This is an optimization exercise on Yosys and OpenROAD, whose aim is small area, not a production implementation. Only the layout flow was run in this run; the RTL was not checked for function there. Power figures rest on the tool's default switching activity, not on a simulated workload.

`config.mk`:
```
export PLATFORM = sky130hd
export DESIGN_NAME = operand_fetch_stage
export DESIGN_NICKNAME = operand_fetch_stage
export VERILOG_FILES = /design/flow/design.v
export SDC_FILE = /design/flow/constraint.sdc
export NUM_CORES = 4
export LEC_CHECK = 0
export CAP_MARGIN = 0
export CORE_MARGIN = 2
export CORE_UTILIZATION = 60
export PLACE_DENSITY = 0.7
export SETUP_SLACK_MARGIN = 0.1
export SLEW_MARGIN = 0
export SYNTH_HIERARCHICAL = 1
export SYNTH_MINIMUM_KEEP_SIZE = 0
```
`constraint.sdc`:
```
create_clock -name core_clock -period 4.0 [get_ports {clk}]
set_input_delay 0.8000 -clock core_clock [delete_from_list [all_inputs] [get_ports {clk}]]
set_output_delay 0.8000 -clock core_clock [all_outputs]
set_load 0.01 [all_outputs]
```
`design.v`:
```
module operand_fetch_stage #(
    parameter int DATA_W    = 32,
    parameter int REG_SEL_W = 5
) (
    input  logic                 clk,
    input  logic                 rst,
    input  logic                 flush,
    input  logic                 in_valid,
    output logic                 in_ready,
    input  logic [REG_SEL_W-1:0] in_rs1_addr,
    input  logic                 in_rs1_en,
    input  logic [REG_SEL_W-1:0] in_rs2_addr,
    input  logic                 in_rs2_en,
    input  logic [REG_SEL_W-1:0] in_rd_addr,
    input  logic                 in_rd_en,
    input  logic [3:0]           in_funct3,
    input  logic [7:0]           in_funct7,
    input  logic [DATA_W:0]      in_imm,
    input  logic [6:0]           in_opcode,
    input  logic                 wb_en,
    input  logic [REG_SEL_W-1:0] wb_addr,
    input  logic [DATA_W-1:0]    wb_data,
    output logic                 out_valid,
    input  logic                 out_ready,
    output logic [DATA_W:0]      out_rs1,
    output logic [DATA_W:0]      out_rs2,
    output logic [REG_SEL_W:0]   out_rd,
    output logic [3:0]           out_funct3,
    output logic [7:0]           out_funct7,
    output logic [DATA_W:0]      out_imm,
    output logic [6:0]           out_opcode
);
    localparam int NREG = 1 << REG_SEL_W;
    logic [DATA_W-1:0] rf_q [1:NREG-1];
    logic [DATA_W-1:0] wr_data;
    logic [NREG-1:1]   row_en;
    logic              wb_wr;
    assign wb_wr   = wb_en && (wb_addr != '0);
    assign wr_data = wb_data & {DATA_W{~rst}};
    always_comb begin
        for (int i = 1; i < NREG; i++) begin
            row_en[i] = rst | (wb_en & (wb_addr == REG_SEL_W'(i)));
        end
    end
    always_ff @(posedge clk) begin
        for (int i = 1; i < NREG; i++) begin
            if (row_en[i]) rf_q[i] <= wr_data;
        end
    end
    logic out_valid_q;
    logic accept;
    assign in_ready = !out_valid_q || out_ready;
    assign accept   = in_valid && in_ready && !flush;
    always_ff @(posedge clk) begin
        if (rst || flush) begin
            out_valid_q <= 1'b0;
        end else if (in_ready) begin
            out_valid_q <= in_valid;
        end
    end
    logic [REG_SEL_W-1:0] rs1_addr_q, rs2_addr_q;
    logic                 rs1_en_q, rs2_en_q;
    logic                 rs1_fwd, rs2_fwd;
    logic                 rs1_ref, rs2_ref;
    logic [NREG-1:0]      rs1_sel, rs2_sel;      
    logic [DATA_W-1:0]    rs1_rd, rs2_rd;
    logic [DATA_W-1:0]    rs1_data_q, rs2_data_q;
    assign rs1_fwd = wb_wr && in_rs1_en && (wb_addr == in_rs1_addr);
    assign rs2_fwd = wb_wr && in_rs2_en && (wb_addr == in_rs2_addr);
    assign rs1_ref = wb_wr && rs1_en_q && (wb_addr == rs1_addr_q);
    assign rs2_ref = wb_wr && rs2_en_q && (wb_addr == rs2_addr_q);
    always_comb begin
        rs1_sel[0] = rs1_fwd || !in_ready;
        rs2_sel[0] = rs2_fwd || !in_ready;
        for (int i = 1; i < NREG; i++) begin
            rs1_sel[i] = in_ready && !rs1_fwd && in_rs1_en && (in_rs1_addr == REG_SEL_W'(i));
            rs2_sel[i] = in_ready && !rs2_fwd && in_rs2_en && (in_rs2_addr == REG_SEL_W'(i));
        end
    end
    for (genvar b = 0; b < DATA_W; b++) begin : g_rd
        logic [NREG-1:0] col;
        assign col[0] = wb_data[b];
        for (genvar i = 1; i < NREG; i++) begin : g_col
            assign col[i] = rf_q[i][b];
        end
        opf_rdsel u_rs1 (.d(col), .sel(rs1_sel), .y(rs1_rd[b]));
        opf_rdsel u_rs2 (.d(col), .sel(rs2_sel), .y(rs2_rd[b]));
    end
    always_ff @(posedge clk) begin
        if (in_ready || rs1_ref) rs1_data_q <= rs1_rd;
        if (in_ready || rs2_ref) rs2_data_q <= rs2_rd;
    end
    logic [REG_SEL_W:0]   out_rd_q;
    logic [3:0]           out_funct3_q;
    logic [7:0]           out_funct7_q;
    logic [DATA_W:0]      out_imm_q;
    logic [6:0]           out_opcode_q;
    always_ff @(posedge clk) begin
        if (in_ready) begin
            rs1_addr_q   <= in_rs1_addr;
            rs2_addr_q   <= in_rs2_addr;
            rs1_en_q     <= in_rs1_en;
            rs2_en_q     <= in_rs2_en;
            out_rd_q     <= {in_rd_addr, in_rd_en};
            out_funct3_q <= in_funct3;
            out_funct7_q <= in_funct7;
            out_imm_q    <= in_imm;
            out_opcode_q <= in_opcode;
        end
    end
    assign out_valid  = out_valid_q;
    assign out_rs1    = {rs1_data_q, rs1_en_q};
    assign out_rs2    = {rs2_data_q, rs2_en_q};
    assign out_rd     = out_rd_q;
    assign out_funct3 = out_funct3_q;
    assign out_funct7 = out_funct7_q;
    assign out_imm    = out_imm_q;
    assign out_opcode = out_opcode_q;
endmodule
module opf_rdsel (
    input  logic [31:0] d,
    input  logic [31:0] sel,
    output logic        y
);
    logic [10:0] n;
    logic [2:0]  h;
    for (genvar g = 0; g < 10; g++) begin : g_aoi
        opf_aoi222 u_aoi (
            .a1(d[3*g]),   .a2(sel[3*g]),
            .b1(d[3*g+1]), .b2(sel[3*g+1]),
            .c1(d[3*g+2]), .c2(sel[3*g+2]),
            .y(n[g])
        );
    end
    opf_aoi22 u_last (.a1(d[30]), .a2(sel[30]), .b1(d[31]), .b2(sel[31]), .y(n[10]));
    opf_nand4 u_h0 (.a(n[0]), .b(n[1]), .c(n[2]),  .d(n[3]), .y(h[0]));
    opf_nand4 u_h1 (.a(n[4]), .b(n[5]), .c(n[6]),  .d(n[7]), .y(h[1]));
    opf_nand3 u_h2 (.a(n[8]), .b(n[9]), .c(n[10]),           .y(h[2]));
    opf_or3   u_y  (.a(h[0]), .b(h[1]), .c(h[2]),            .y(y));
endmodule
module opf_aoi22 (
    input  logic a1, a2, b1, b2,
    output logic y
);
    assign y = ~((a1 & a2) | (b1 & b2));
endmodule
module opf_aoi222 (
    input  logic a1, a2, b1, b2, c1, c2,
    output logic y
);
    assign y = ~((a1 & a2) | (b1 & b2) | (c1 & c2));
endmodule
module opf_nand3 (
    input  logic a, b, c,
    output logic y
);
    assign y = ~(a & b & c);
endmodule
module opf_nand4 (
    input  logic a, b, c, d,
    output logic y
);
    assign y = ~(a & b & c & d);
endmodule
module opf_or3 (
    input  logic a, b, c,
    output logic y
);
    assign y = a | b | c;
endmodule
```
`flow/run.sh`:
```
#!/bin/bash
# Standard layout (the standard.sh), with buf_1 port buffers and a clock
# tree of larger sink clusters and no dummy loads. Each step's full log is in
# orfs/logs; make's own output goes to standard.log.
export BUFFER_PORTS_ARGS="-buffer_cell sky130_fd_sc_hd__buf_1"
export CTS_ARGS="-sink_clustering_enable -repair_clock_nets -dont_use_dummy_load -buf_list {sky130_fd_sc_hd__clkbuf_16} -sink_clustering_size 24 -sink_clustering_max_diameter 80"
bash standard.sh > standard.log 2>&1
```
`standard.sh`:
```
#!/bin/bash
# synth_recipe.tcl (not shown) runs the flow's synth.tcl, then flattens the netlist and writes it again
# the make line also repeats each setting of config.mk as NAME=value (left out here)
make -C /OpenROAD-flow-scripts/flow DESIGN_CONFIG=/design/flow/config.mk WORK_HOME=/design/flow/orfs CLKGATE_MAP_FILE= SYNTH_SCRIPT=/design/flow/synth_recipe.tcl "${@:-finish}"
```
==> run notes <==
cells in the final DEF, fill, tap and decap left out, types with 2 or more instances in the layout:
cell       synthesis  final
a22oi_2           64     64
buf_1              7    237
nand2_1            7      7
inv_1              3      2
edfxtp_1        1126   1126
nand3b_1           2      2
o21bai_4           0     12
nor2_1             8      8
nor4_4             0     33
nand3_1           72     71
clkbuf_16          0     54
a222oi_1         640    640
buf_12             0     57
xnor2_1            8      8
or3_1             64     64
o21ai_4            0      2
and3_1             2      2
xor2_1            12     12
nor2b_1           36      5
a31o_2             8      8
nand4_1          133    133
nor2b_2            0     30
buf_4              2    210
or2_2              5      5
nor4_1            33      2
nor3_4             0     31
a21o_1            11     11
diode_2            0      2
nand2b_1           7      7
flip-flops by register name, summed over array words and instances, names as in the netlist, 5 cells and up:
signal / flops
rs1_addr_q: 5
out_opcode_q: 7
rf_q: 992
out_rd_q: 6
out_imm_q: 33
rs2_addr_q: 5
rs1_data_q: 32
out_funct7_q: 8
rs2_data_q: 32
modules after synthesis (local to each module, per instance), excerpt:
module / flip-flops and latches / times used / cells inside / cell area (um2)
opf_aoi22: 0 / 64 / 1 / 12.5
opf_or3: 0 / 64 / 1 / 6.26
opf_nand4: 0 / 128 / 1 / 6.26
opf_nand3: 0 / 64 / 1 / 5.00
opf_aoi222: 0 / 640 / 1 / 10.0
operand_fetch_stage: 1127 / 1 / 1364 / 35300
layout make-up:
type                       count  area [um2]
antenna                        2        5.00
clock buffer                  54        1350
fill                        4701       21700
inverter                       3        15.0
multi-input combinational   1163       11100
sequential                  1127       33800
tap                          959        1200
timing repair buffer         505        3610
how the worst max path moves through the flow:
stage                          start            end  cells after the start  slack [ns]
final                     wb_addr[2]  rs2_data_q[2]                     10        0.18
after global routing      wb_addr[2]  rs2_data_q[2]                     10        0.19
after CTS                 wb_addr[2]  rs2_data_q[2]                     10        0.38
after detailed placement  wb_addr[2]  rs2_data_q[2]                     10       -0.26
after global placement    wb_addr[2]  rs2_data_q[2]                     10       -0.21
after floorplan            out_ready  rs2_data_q[0]                      8       -0.22
where the power goes:
group / internal, uW / total [uW] / switching (uW)
Clock: 2400 / 5890 / 3480
Sequential: 14200 / 14800 / 608
Combinational: 448 / 1680 / 1230
Total: 17000 / 22400 / 5320
routing by layer:
metal / share of wire, % / track usage [%] / wire (um) / vias to the layer above
met5: 0.021 / 0 / 34 / -
met3: 15 / 10.6 / 24600 / 698
met1: 31 / 52.9 / 49700 / 15800
li1: - / - / - / 12500
met4: 9.5 / 32.2 / 15100 / 6
met2: 44 / 60.9 / 69400 / 3531
cells by family after synthesis:
group           count (synthesis)
compound gates                738
xor+xnor                       20
buf+inv                        34
flops                        1127
simple gates                  405
metrics by stage:
stage	power, uW	utilization [%]	instances	setup TNS (ns)	hold slack [ns]
5_1_grt	22800	70.2	3811	0	0.320
2_1_floorplan	15500	-	2324	-6.38	0.623
4_1_cts	22300	70.2	3811	0	0.304
3_5_place_dp	16600	68.4	3757	-2.67	0.659
3_3_place_gp	16500	68.4	3757	-1.42	0.647
6_report	22400	70.2	3813	0	0.311
worst register-to-register path: stages (launching register included):
cell        delay, ns
dfxtp_1          0.33
nor2b_4          0.34
clkinvlp_4       0.33
nand3_4          0.24
buf_4            0.37
nor4_4           0.19
buf_12           0.24
a222oi_1         0.24
nand4_1          0.57
or3_1            0.57
==> flow_summary.toml <==
[timing]
setup_viol = 0
rsz0062_at_grt = "no"
final_hold_viol_count = 0
fin_crit_sh_pct = 95.4
tightestPinTransition_ns = 1.53
relSlewSlack_pct = -2.42
fmax_mhz = 262
fin_crit_ns = 3.82
clock_skew_ns = 0.0572
worst_slack_ns = 0.184
drv_slew = 19

[critical_path]
crit_arrival_ns = 4.30
path_max_fanout = 18
start_kind = "input pin"
cp_cell_sequence = "buf_1 > o41ai_4 > nor4_4 > buf_12 > buf_4 > nor4_4 > buf_4 > a222oi_1 > nand4_1 > or3_1"
path_buf_inv = 4
cp-end-kind = "flip-flop"
cpLargestDelayFamily = "simple AND/OR/NAND/NOR gates"
rr_worst_depth = 9
critical_path.max_stage_delay_ns = 1.13
critical_path_class = "input pin to flip-flop"
crit_required_ns = 4.48
rrSetupSlack_ns = 0.36
critPathSlowestCell = "nor4_4"
r2r_start = "out_valid_q"
r2r-end = "rs2_data_q[5]"

[clock_network]
cts-root-buf = "clkbuf_16"
holdBufCountCts = 0
cts_tree = "built"
cts_setup_buffers = 0
worstSkewPairLatency_ns = 0.68
cts_resized = 0
clockBufferDepth = 3
cts_buffers = 54
clk_pin_slew_worst_paths_ns = 0.09
cts_num_sinks = 1127
htreeDepth = 2

[yosys]
yosysSeqAreaShare_pct = 76.8
syn_avg_cell_area_um2 = 18.9
syn_inst = 2324
synth-simple-area-share_pct = 5.42
synth_edf_count = 1126
synth-compound-area-share_pct = 17.0
yosysMostFrequentCell = "edfxtp_1"
synth_warnings = 8
synth_seq_cells = 1127
yosysTopAreaCell = "edfxtp_1"
muxShareOfSynthArea_pct = 0
synthFlopType = "edfxtp_1"
synth_top_family_by_area = "compound AO/OA/AOI/OAI gates"
syn_area_um2 = 44000
synthDistinctLibCells = 31
synthAdderAreaFrac_pct = 0
synth_async_sr_flop_share_pct = 0
synth_top_area_share_pct = 76.8
synth-xor-area-share_pct = 0.398
synthTopCellsByArea = "edfxtp_1, a222oi_1, nand4_1"
synthTopCellsByCount = "edfxtp_1, a222oi_1, nand4_1"
synth_nets = 2437

[die]
die_area_um2 = 75600
start_util_pct = 60.4
io_pins = 239
die_w_um = 275
row_count = 99
die_y_um = 275
core-area_um2 = 72800

[job]
drv_cap = 4

[final_layout]
area_growth_pct = 16.2
drive_above_1_share_pct = 18.0
fin_nets = 2967
fin_area_um2 = 51100

[placement]
io_buffers = 238
dp_hpwl_mm = 100
place_congestion = 0.963
pre_cts_slack_ns = -0.260
placed_area_um2 = 49800

[grt]
grt_max_degree = 71
grt_pass1_vias = 31100
overflow = 0
antenna_found_initial = 4
grt_first_pass_wirelength_mm = 220
grt_usage_pct = 41.3

[detailed_routing]
routed_via_density = 8.52
dr_total_vias = 32500
finalWirelength_mm = 159
drtIter0Drc = 8586
post_drt_wl_per_cell_um = 41.6
postRouteAntennaNets = 0
drc = 0
dr.pass1.iters = 17

[status]
violations = "capacitance limit, slew limit"
outcome = "failed layout checks"

[pwr]
cellLeakagePower_uw = 0.0166
max-vdd-ir-drop_mv = 0.388
power_density_nw_per_um2 = 437

[hold_path]
min_path_cells = 1
worstHoldPathType = "input pin to flip-flop"
min_to = "out_imm_q[7]"
min-delay-start = "in_imm[7]"

==> afterwards: timing with drivers on the ports <==
The results above use ideal ports. As a check the final layout listed here was re-extracted and re-timed, cells and wires unchanged. Step 1 assumes that a clkbuf_16 drives the clock port and a buf_2 every other input. Step 2 adds t to the input delays and takes it off the output delays; t is the mean of the earliest and latest rising clock arrival at the registers after step 1. Input paths then give back, and output paths get back, about the clock's delay inside the block. Slacks: ideal ports / drivers / drivers and shift; pairs: ideal ports / drivers.
t (ns): 0.715
setup slack, ns: 0.184 / 0.232 / -0.483
worst setup path after step 2: input to register
clock arrival spread, ns: 0.066 / 0.067
worst slew at a driven data input, ns: 0.09
The setup slack of this run moves by +0.048 ns with the drivers and by -0.667 ns with both steps.
